This design comes from an exercise in tuning for small area, a short achievable clock period and few clock cycles on the open sky130 flow, not from production work.
At most, simulation tests tie the RTL to the original design; equivalence was not proved.

==> flow/design.v <==
package b58enc_pkg;
    localparam int MAX_BYTES_DEF   = 32;
    localparam int DIGIT_SLOTS_DEF = 45;
    localparam int OUT_LIMIT       = 45;
    localparam int RADIX   = 58;
    localparam int BYTE_W  = 8;
    localparam int DIGIT_W = 6;
    localparam int CHAR_W  = 7;
    localparam int CARRY_W = 9;
    localparam int SUM_W   = 14;
    localparam int LEFT_W  = $clog2(OUT_LIMIT + 1);
    localparam int RECIP_SHIFT = 20;
    localparam int RECIP_MUL   = (1 << RECIP_SHIFT) / RADIX;
    localparam int RECIP_W     = 15;
    localparam logic [RADIX*8-1:0] ALPHABET =
        "123456789ABCDEFGHJKLMNPQRSTUVWXYZabcdefghijkmnopqrstuvwxyz";
    localparam logic [CHAR_W-1:0] ONE_CHAR = 7'h31;
    function automatic logic [CHAR_W-1:0] b58_char(input logic [DIGIT_W-1:0] d);
        logic [DIGIT_W-1:0] k;
        logic [7:0]         c;
        k = (d >= DIGIT_W'(RADIX)) ? d - DIGIT_W'(RADIX) : d;
        c = ALPHABET[(RADIX - 1 - k) * 8 +: 8];
        b58_char = c[CHAR_W-1:0];
    endfunction
    function automatic logic dbl_carry(input logic [DIGIT_W-1:0] d);
        dbl_carry = d[5] | (d[4] & d[3] & d[2] & (d[1] | d[0]));
    endfunction
    function automatic logic [DIGIT_W-1:0] dbl_digit(input logic [DIGIT_W-1:0] d, input logic g,
                                                     input logic c);
        logic t;
        t = d[1] | d[0];
        dbl_digit = {d[4] ^ (g & d[3] & d[2] & t),
                     d[3] ^ (g & d[2] & t),
                     d[2] ^ (g & t),
                     d[1] ^ (g & !d[0]),
                     d[0] ^ g,
                     c};
    endfunction
endpackage
module base58_encoder_unit #(
    parameter int MAX_BYTES   = b58enc_pkg::MAX_BYTES_DEF,
    parameter int DIGIT_SLOTS = b58enc_pkg::DIGIT_SLOTS_DEF,
    parameter int STEP_BITS   = 4
) (
    input  logic                          i_clk,
    input  logic                          i_rst_n,
    input  logic                          i_in_valid,
    output logic                          o_in_ready,
    input  logic [b58enc_pkg::BYTE_W-1:0] i_in_data_byte,
    input  logic                          i_in_last_byte,
    output logic                          o_out_valid,
    input  logic                          i_out_ready,
    output logic [b58enc_pkg::CHAR_W-1:0] o_out_char,
    output logic                          o_out_last_char,
    output logic                          o_out_overflow
);
    localparam int ND  = 44;                     
    localparam int DW  = b58enc_pkg::DIGIT_W;
    localparam int CW  = b58enc_pkg::CHAR_W;
    localparam int BYW = b58enc_pkg::BYTE_W;
    localparam int BW  = $clog2(MAX_BYTES + 1);
    localparam int NCH = BYW / STEP_BITS;
    localparam int NW  = $clog2(NCH + 1);
    localparam int FW  = CW + 2;                 
    localparam int PW  = $clog2(ND + 1);
    typedef enum logic [1:0] {
        O_IDLE, O_ONES, O_DIG, O_FLUSH
    } t_ostate;
    logic [DW-1:0]     r_dig [ND];
    logic [DW-1:0]     n_dig [ND];
    logic [DW-1:0]     stp   [STEP_BITS+1][ND];
    logic              gc    [STEP_BITS][ND];
    logic [ND-1:0]     r_msk, n_msk;             
    logic [ND-1:0]     nz;
    logic [BYW-1:0]    r_nxt, n_nxt;
    logic              r_nxt_v, n_nxt_v;
    logic              r_nxt_last, n_nxt_last;
    logic [BYW-1:0]    r_sh, n_sh;
    logic [NW-1:0]     r_nb, n_nb;
    logic [BW-1:0]     r_zp, n_zp;
    logic [BW-1:0]     r_bytes, n_bytes;
    logic              r_inzp, n_inzp;
    logic              r_ovf, n_ovf;
    logic              r_done, n_done;
    t_ostate           r_os, n_os;
    logic [BW-1:0]     r_ozp, n_ozp;
    logic              r_oovf, n_oovf;
    logic              r_onum, n_onum;
    logic              r_ofound, n_ofound;
    logic [PW-1:0]     r_opos, n_opos;           
    logic              r_qv, n_qv;
    logic [BW-1:0]     r_qzp, n_qzp;
    logic              r_qovf, n_qovf;
    logic              r_qnum, n_qnum;
    logic [PW-1:0]     r_qpos, n_qpos;
    logic              r_v0, n_v0, r_v1, n_v1;
    logic [FW-1:0]     r_f0, n_f0, r_f1, n_f1;
    logic              sel_st, sel_sh, sel_hd;
    logic              stall, step, last_st, consume, hand, shift, push, pop, fin;
    logic [FW-1:0]     pdata;
    logic [DW-1:0]     top;
    assign o_in_ready      = !r_nxt_v;
    assign o_out_valid     = r_v0;
    assign o_out_char      = r_f0[FW-1 -: CW];
    assign o_out_last_char = r_f0[1];
    assign o_out_overflow  = r_f0[0];
    always_comb begin
        for (int i = 0; i < ND; i++) stp[0][i] = r_dig[i];
        for (int k = 0; k < STEP_BITS; k++) begin
            for (int i = 0; i < ND; i++) gc[k][i] = b58enc_pkg::dbl_carry(stp[k][i]);
            for (int i = 0; i < ND; i++) begin
                stp[k+1][i] = b58enc_pkg::dbl_digit(stp[k][i], gc[k][i],
                    (i == 0) ? r_sh[BYW-1-k] : gc[k][i-1]);
            end
        end
    end
    always_comb begin
        for (int i = 0; i < ND; i++) nz[i] = (r_dig[i] != '0);
        stall = r_msk[1];
        for (int i = 0; i + 2 < ND; i++) stall = stall | (nz[i] & !r_msk[i+1] & r_msk[i+2]);
        step    = (r_nb != '0) && !stall;
        last_st = (r_nb == '0) || ((r_nb == NW'(1)) && step);
        hand    = r_done && last_st && !r_qv;
        consume = r_nxt_v && (!r_done || hand) && last_st;
        top     = r_dig[ND-1];
        n_nxt      = r_nxt;
        n_nxt_v    = r_nxt_v;
        n_nxt_last = r_nxt_last;
        n_sh       = r_sh;
        n_nb       = r_nb;
        n_zp       = hand ? '0   : r_zp;
        n_bytes    = hand ? '0   : r_bytes;
        n_inzp     = hand ? 1'b1 : r_inzp;
        n_ovf      = hand ? 1'b0 : r_ovf;
        n_done     = hand ? 1'b0 : r_done;
        n_os       = r_os;
        n_ozp      = r_ozp;
        n_oovf     = r_oovf;
        n_onum     = r_onum;
        n_ofound   = r_ofound;
        n_opos     = r_opos;
        n_qv       = r_qv;
        n_qzp      = r_qzp;
        n_qovf     = r_qovf;
        n_qnum     = r_qnum;
        n_qpos     = r_qpos;
        n_msk      = r_msk;
        if (i_in_valid && !r_nxt_v) begin
            n_nxt      = i_in_data_byte;
            n_nxt_last = i_in_last_byte;
            n_nxt_v    = 1'b1;
        end
        if (step) begin
            n_nb = r_nb - NW'(1);
            n_sh = r_sh << STEP_BITS;
        end
        if (consume) begin
            n_nxt_v = 1'b0;
            if (n_bytes >= BW'(MAX_BYTES)) begin
                n_ovf = 1'b1;
            end else begin
                n_bytes = n_bytes + BW'(1);
                if (n_inzp && (r_nxt == '0)) begin
                    n_zp = n_zp + BW'(1);
                end else begin
                    n_inzp = 1'b0;
                    n_sh   = r_nxt;
                    n_nb   = NW'(NCH);
                end
            end
            if (r_nxt_last) n_done = 1'b1;
        end
        shift = 1'b0;
        push  = 1'b0;
        fin   = 1'b0;
        pdata = {b58enc_pkg::ONE_CHAR, 1'b0, r_oovf};
        unique case (r_os)
            O_IDLE: begin
            end
            O_ONES: begin
                if (r_onum && !r_ofound && (top == '0)) shift = 1'b1;
                if (!r_v1) begin
                    push     = 1'b1;
                    pdata[1] = !r_onum && (r_ozp == BW'(1));
                    n_ozp    = r_ozp - BW'(1);
                    if (r_ozp == BW'(1)) begin
                        if (r_onum) n_os = O_DIG;
                        else        fin  = 1'b1;
                    end
                end
            end
            O_DIG: begin
                if (!r_ofound && (top == '0)) begin
                    shift = 1'b1;
                end else if (!r_v1) begin
                    shift    = 1'b1;
                    push     = 1'b1;
                    pdata    = {b58enc_pkg::b58_char(top), r_opos == PW'(1), r_oovf};
                    n_ofound = 1'b1;
                    if (r_opos == PW'(1)) fin = 1'b1;
                end
            end
            O_FLUSH: begin
                shift = 1'b1;
                if (r_opos == PW'(1)) fin = 1'b1;
            end
            default: begin
                fin = 1'b1;
            end
        endcase
        if (shift) begin
            n_msk  = r_msk << 1;
            n_opos = r_opos - PW'(1);
        end
        if (fin) n_os = O_IDLE;
        if ((r_os == O_IDLE) || fin) begin
            if (r_qv) begin
                n_qv     = 1'b0;
                n_ozp    = r_qzp;
                n_oovf   = r_qovf;
                n_onum   = r_qnum;
                n_ofound = 1'b0;
                n_opos   = r_qpos;
                if (r_qzp != '0) n_os = O_ONES;
                else             n_os = O_DIG;
            end else if (hand) begin
                n_ozp    = r_zp;
                n_oovf   = r_ovf;
                n_onum   = !r_inzp;
                n_ofound = 1'b0;
                n_opos   = r_inzp ? PW'(0) : PW'(ND);
                if (r_zp != '0) n_os = O_ONES;
                else            n_os = O_DIG;
            end
        end else if (hand) begin
            n_qv   = 1'b1;
            n_qzp  = r_zp;
            n_qovf = r_ovf;
            n_qnum = !r_inzp;
            n_qpos = r_inzp ? PW'(0) : PW'(ND) - n_opos;
        end
        if (hand && !r_inzp) n_msk = '1;
        for (int i = 0; i < ND; i++) begin
            sel_st = !r_msk[i] && step;
            sel_sh = r_msk[i] && shift;
            sel_hd = !(sel_st || sel_sh);
            n_dig[i] = ({DW{sel_st}} & stp[STEP_BITS][i])
                     | ({DW{sel_sh}} & ((i == 0) ? DW'(0) : r_dig[i-1]))
                     | ({DW{sel_hd}} & r_dig[i]);
        end
        pop  = r_v0 && i_out_ready;
        n_v0 = r_v0;
        n_v1 = r_v1;
        n_f0 = r_f0;
        n_f1 = r_f1;
        if (pop) begin
            n_f0 = r_f1;
            n_v0 = r_v1;
            n_v1 = 1'b0;
        end
        if (push) begin
            if (!n_v0) begin
                n_f0 = pdata;
                n_v0 = 1'b1;
            end else begin
                n_f1 = pdata;
                n_v1 = 1'b1;
            end
        end
    end
    always_ff @(posedge i_clk) begin
        for (int i = 0; i < ND; i++) r_dig[i] <= n_dig[i];
        if (!i_rst_n) begin
            r_msk    <= '1;
            r_nxt_v  <= 1'b0;
            r_nb     <= '0;
            r_zp     <= '0;
            r_bytes  <= '0;
            r_inzp   <= 1'b1;
            r_ovf    <= 1'b0;
            r_done   <= 1'b0;
            r_os     <= O_FLUSH;
            r_opos   <= PW'(ND);
            r_qv     <= 1'b0;
            r_v0     <= 1'b0;
            r_v1     <= 1'b0;
        end else begin
            r_msk    <= n_msk;
            r_nxt_v  <= n_nxt_v;
            r_nb     <= n_nb;
            r_zp     <= n_zp;
            r_bytes  <= n_bytes;
            r_inzp   <= n_inzp;
            r_ovf    <= n_ovf;
            r_done   <= n_done;
            r_os     <= n_os;
            r_opos   <= n_opos;
            r_qv     <= n_qv;
            r_v0     <= n_v0;
            r_v1     <= n_v1;
        end
        r_nxt      <= n_nxt;
        r_nxt_last <= n_nxt_last;
        r_sh       <= n_sh;
        r_ozp      <= n_ozp;
        r_oovf     <= n_oovf;
        r_onum     <= n_onum;
        r_ofound   <= n_ofound;
        r_qzp      <= n_qzp;
        r_qovf     <= n_qovf;
        r_qnum     <= n_qnum;
        r_qpos     <= n_qpos;
        r_f0       <= n_f0;
        r_f1       <= n_f1;
    end
endmodule
clock: 12.0 ns
lec_check: 0
abc_area: 1
cap_margin: 20
core_margin: 2
core_utilization: 40
slew_margin: 20
run.sh (not shown) runs the stock make flow with config.mk's settings and CLKGATE_MAP_FILE= SYNTH_SCRIPT=/design/flow/synth_recipe.tcl, a recipe that flattens the netlist after the stock synthesis.
Then changed:
--- a/flow/design.v
+++ b/flow/design.v
@@ -95,7 +95,6 @@
     logic [PW-1:0]     r_qpos, n_qpos;
     logic              r_v0, n_v0, r_v1, n_v1;
     logic [FW-1:0]     r_f0, n_f0, r_f1, n_f1;
-    logic              sel_st, sel_sh, sel_hd;
     logic              stall, step, last_st, consume, hand, shift, push, pop, fin;
     logic [FW-1:0]     pdata;
     logic [DW-1:0]     top;
@@ -241,12 +240,12 @@
         end
         if (hand && !r_inzp) n_msk = '1;
         for (int i = 0; i < ND; i++) begin
-            sel_st = !r_msk[i] && step;
-            sel_sh = r_msk[i] && shift;
-            sel_hd = !(sel_st || sel_sh);
-            n_dig[i] = ({DW{sel_st}} & stp[STEP_BITS][i])
-                     | ({DW{sel_sh}} & ((i == 0) ? DW'(0) : r_dig[i-1]))
-                     | ({DW{sel_hd}} & r_dig[i]);
+            n_dig[i] = r_dig[i];
+            if (r_msk[i]) begin
+                if (shift) n_dig[i] = (i == 0) ? DW'(0) : r_dig[i-1];
+            end else begin
+                if (step) n_dig[i] = stp[STEP_BITS][i];
+            end
         end
         pop  = r_v0 && i_out_ready;
         n_v0 = r_v0;
=> Via count falls by 5.0%. Worst setup slack is about the same. Hold slack improved by 0.025 ns. Area after synthesis climbs by 3.6%.
Testbench counts after the change, summed over its fixed seeds: cycles 8,481.
For the first run of this note, only the layout was checked, not whether the RTL still works.

## static timing again, ports no longer ideal
The flow's constraints put no driver on any port. The routed layouts listed below were extracted and timed again, unchanged, in two steps. Step 1 (the two cells are an assumption about what drives the block):
set clk [get_ports {i_clk}]
set_driving_cell -lib_cell sky130_fd_sc_hd__clkbuf_16 $clk
set_driving_cell -lib_cell sky130_fd_sc_hd__buf_2 [delete_from_list [all_inputs] $clk]
Step 2 also shifts input and output timing later by t, the mid clock arrival at the registers, as if the neighbouring blocks saw the same clock. a / b / c = ideal / step 1 / step 2; a / b = the first two.
run	t, ns	setup WS [ns]	latest minus earliest clock arrival (ns)
the first run	0.656	7.730 / 7.730 / 7.302	0.038 / 0.038
the second run	0.657	7.731 / 7.731 / 7.510	0.025 / 0.026
After both steps setup and hold are still met in every run listed. For the first run, which loses most, drivers alone change the setup slack by 0.000 ns; drivers and shift together by -0.428 ns.
